This design comes from an exercise in tuning for small area, a short achievable clock period and few clock cycles per item on the open sky130 flow, not from production work.
Where RTL was checked, it was by simulation tests only, not by an equivalence proof against the original.

// quad_disc_root
module quad_disc_root #(
   parameter int W_IN   = quad_pkg::W_IN_DEF,
   parameter int W_DISC = 2*W_IN + 2,
   parameter int W_ROOT = W_IN + 1
) (
   input  logic                     CLK,
   input  logic                     RST,
   input  logic                     START,
   input  logic signed [W_IN-1:0]   A,
   input  logic signed [W_IN-1:0]   B,
   input  logic signed [W_IN-1:0]   C,
   output logic                     BUSY,
   output logic                     DONE,
   output logic signed [W_DISC-1:0] DISC,
   output logic        [W_ROOT-1:0] SQRT,
   output logic                     EXACT,
   output logic        [1:0]        ST
);
   logic        v0;
   logic [15:0] a0, b0;
   logic [7:0]  one0, two0, neg0;
   logic [16:0] cx;
   assign cx = {C, 1'b0};
   always_ff @(posedge CLK) begin
      v0 <= START & ~RST;
      a0 <= A;
      b0 <= B;
      for (int k = 0; k < 8; k++) begin
         one0[k] <= cx[2*k+1] ^ cx[2*k];
         two0[k] <= (cx[2*k+2] & ~cx[2*k+1] & ~cx[2*k]) | (~cx[2*k+2] & cx[2*k+1] & cx[2*k]);
         neg0[k] <= ~cx[2*k+2] & (cx[2*k+1] | cx[2*k]);
      end
   end
   wire cshs0, cshc0;
   assign cshs0 = (((one0[0] & a0[10]) | (two0[0] & a0[9])) ^ neg0[0]) ^ (((one0[1] & a0[8]) | (two0[1] & a0[7])) ^ neg0[1]);
   assign cshc0 = (((one0[0] & a0[10]) | (two0[0] & a0[9])) ^ neg0[0]) & (((one0[1] & a0[8]) | (two0[1] & a0[7])) ^ neg0[1]);
   wire css0, csc0;
   assign css0 = (((one0[0] & a0[12]) | (two0[0] & a0[11])) ^ neg0[0]) ^ (((one0[1] & a0[10]) | (two0[1] & a0[9])) ^ neg0[1]) ^ (((one0[2] & a0[8]) | (two0[2] & a0[7])) ^ neg0[2]);
  ...
Size: roughly 3,900 cells after synthesis, ~650 flip-flops, about 110 I/O pins, roughly 34,000 um2 of cells after synthesis.
clock: 13.5 ns
lec_check: 0
abc_area: 1
cap_margin: 20
core_margin: 2
core_utilization: 60
cts_cluster_diameter: 100
cts_cluster_size: 25
slew_margin: 20
standard.sh (not shown) runs the stock make flow with config.mk's settings and CLKGATE_MAP_FILE= SYNTH_SCRIPT=/design/flow/synth_recipe.tcl, a recipe that flattens the netlist after the stock synthesis.
==> flow/flow/run.sh <==
#!/bin/bash
# Layout: the standard flow (standard.sh: ORFS synthesis through finish)
# with two changes: the buffers that ORFS puts on every input and output port
# are sky130_fd_sc_hd__buf_2 instead of the delay cell buffer_ports picks by
# default, and the timing repair after clock-tree synthesis and global routing
# aims for a setup slack margin, so it sizes the critical paths.
set -o pipefail
export BUFFER_PORTS_ARGS="-buffer_cell sky130_fd_sc_hd__buf_2"
export SETUP_SLACK_MARGIN=9.8
bash standard.sh > standard.log 2>&1
Next try:
--- a/flow/design.v
+++ b/flow/design.v
@@ -982,48 +982,48 @@
    logic [3:0] t2_0;
    logic [0:0] r2_0;
    logic [2:0] m2_0;
    assign t2_0 = {2'b00, d1[33:32]} - 4'd1;
    assign r2_0 = ~t2_0[3];
    assign m2_0 = t2_0[2:0];
-   logic [4:0] t2_1;
-   logic [1:0] r2_1;
-   logic [3:0] m2_1;
-   logic s2_1;
-   assign s2_1 = ~m2_0[2];
-   assign t2_1 = {m2_0, d1[31:30]} + {{2{s2_1}}, r2_0 ^ {1{s2_1}}, 2'b11};
-   assign r2_1 = {r2_0, ~t2_1[4]};
-   assign m2_1 = t2_1[3:0];
    logic        v2;
    logic        z2;
    logic [33:0] d2;
-   logic [1:0] r2;
-   logic [3:0] m2;
+   logic [0:0] r2;
+   logic [2:0] m2;
    always_ff @(posedge CLK) begin
       v2 <= v1 & ~RST;
       z2 <= z1;
       d2 <= d1;
-      r2 <= r2_1;
-      m2 <= m2_1;
+      r2 <= r2_0;
+      m2 <= m2_0;
    end
-   logic [5:0] t3_0;
-   logic [2:0] r3_0;
-   logic [4:0] m3_0;
+   logic [4:0] t3_0;
+   logic [1:0] r3_0;
+   logic [3:0] m3_0;
    logic s3_0;
-   assign s3_0 = ~m2[3];
-   assign t3_0 = {m2, d2[29:28]} + {{2{s3_0}}, r2 ^ {2{s3_0}}, 2'b11};
-   assign r3_0 = {r2, ~t3_0[5]};
-   assign m3_0 = t3_0[4:0];
-   logic [6:0] t3_1;
-   logic [3:0] r3_1;
-   logic [5:0] m3_1;
+   assign s3_0 = ~m2[2];
+   assign t3_0 = {m2, d2[31:30]} + {{2{s3_0}}, r2 ^ {1{s3_0}}, 2'b11};
+   assign r3_0 = {r2, ~t3_0[4]};
+   assign m3_0 = t3_0[3:0];
+   logic [5:0] t3_1;
+   logic [2:0] r3_1;
+   logic [4:0] m3_1;
    logic s3_1;
-   assign s3_1 = ~m3_0[4];
-   assign t3_1 = {m3_0, d2[27:26]} + {{2{s3_1}}, r3_0 ^ {3{s3_1}}, 2'b11};
-   assign r3_1 = {r3_0, ~t3_1[6]};
-   assign m3_1 = t3_1[5:0];
+   assign s3_1 = ~m3_0[3];
+   assign t3_1 = {m3_0, d2[29:28]} + {{2{s3_1}}, r3_0 ^ {2{s3_1}}, 2'b11};
+   assign r3_1 = {r3_0, ~t3_1[5]};
+   assign m3_1 = t3_1[4:0];
+   logic [6:0] t3_2;
+   logic [3:0] r3_2;
+   logic [5:0] m3_2;
+   logic s3_2;
+   assign s3_2 = ~m3_1[4];
+   assign t3_2 = {m3_1, d2[27:26]} + {{2{s3_2}}, r3_1 ^ {3{s3_2}}, 2'b11};
+   assign r3_2 = {r3_1, ~t3_2[6]};
+   assign m3_2 = t3_2[5:0];
    logic [1:0] c3_n;
    always_comb begin
       if (z2)               c3_n = quad_pkg::ST_DEGEN;
       else if (d2[33])      c3_n = quad_pkg::ST_NONE;
       else if (d2 == 34'd0) c3_n = quad_pkg::ST_DOUBLE;
       else                     c3_n = quad_pkg::ST_TWO;
@@ -1034,14 +1034,14 @@
    logic [3:0] r3;
    logic [5:0] m3;
    always_ff @(posedge CLK) begin
       v3 <= v2 & ~RST;
       c3 <= c3_n;
       d3 <= d2;
-      r3 <= r3_1;
-      m3 <= m3_1;
+      r3 <= r3_2;
+      m3 <= m3_2;
    end
    logic [7:0] t4_0;
    logic [4:0] r4_0;
    logic [6:0] m4_0;
    logic s4_0;
    assign s4_0 = ~m3[5];
Clock-buffer cell count shrinks by 2.
Routed wire length shrinks by a few percent.
Clock skew barely changes.
Maximum frequency shrinks slightly.
First-iteration DRC count shrinks by a few percent.
Die area grows slightly.
Critical path depth is unchanged.
Cell area stays flat.
Via count shrinks slightly.
Testbench counts after the change, summed over its fixed seeds: cycles 2,488, items 2,400.
The RTL of the first run of this note was laid out without a check of its function.

[static timing again, ports no longer ideal]
Ports are ideal in the flow. The routed layouts listed here were re-timed in OpenROAD.
Step 1 (the two cells are an assumption about what drives the block):
set clk [get_ports {CLK}]
set_driving_cell -lib_cell sky130_fd_sc_hd__clkbuf_16 $clk
set_driving_cell -lib_cell sky130_fd_sc_hd__buf_2 [delete_from_list [all_inputs] $clk]
Step 2 times the ports against the registers' clock, not the clock port: input delays grow and output delays shrink by t, the midpoint of the rising clock arrivals with the driver on.
Three values: no drivers, after step 1, after step 2; two values: the first two.
run	shift t [ns]	setup slack, ns	worst data-port slew with drivers (ns)	cell pins on the clock port's net
the first run	0.633	9.756 / 9.692 / 9.394	0.04	1
the second run	0.633	9.741 / 9.678 / 9.300	0.05	1
After both steps setup and hold are still met in every run listed. The setup slack of the second run, which loses most, moves by -0.063 ns with the drivers and by -0.441 ns with both steps.
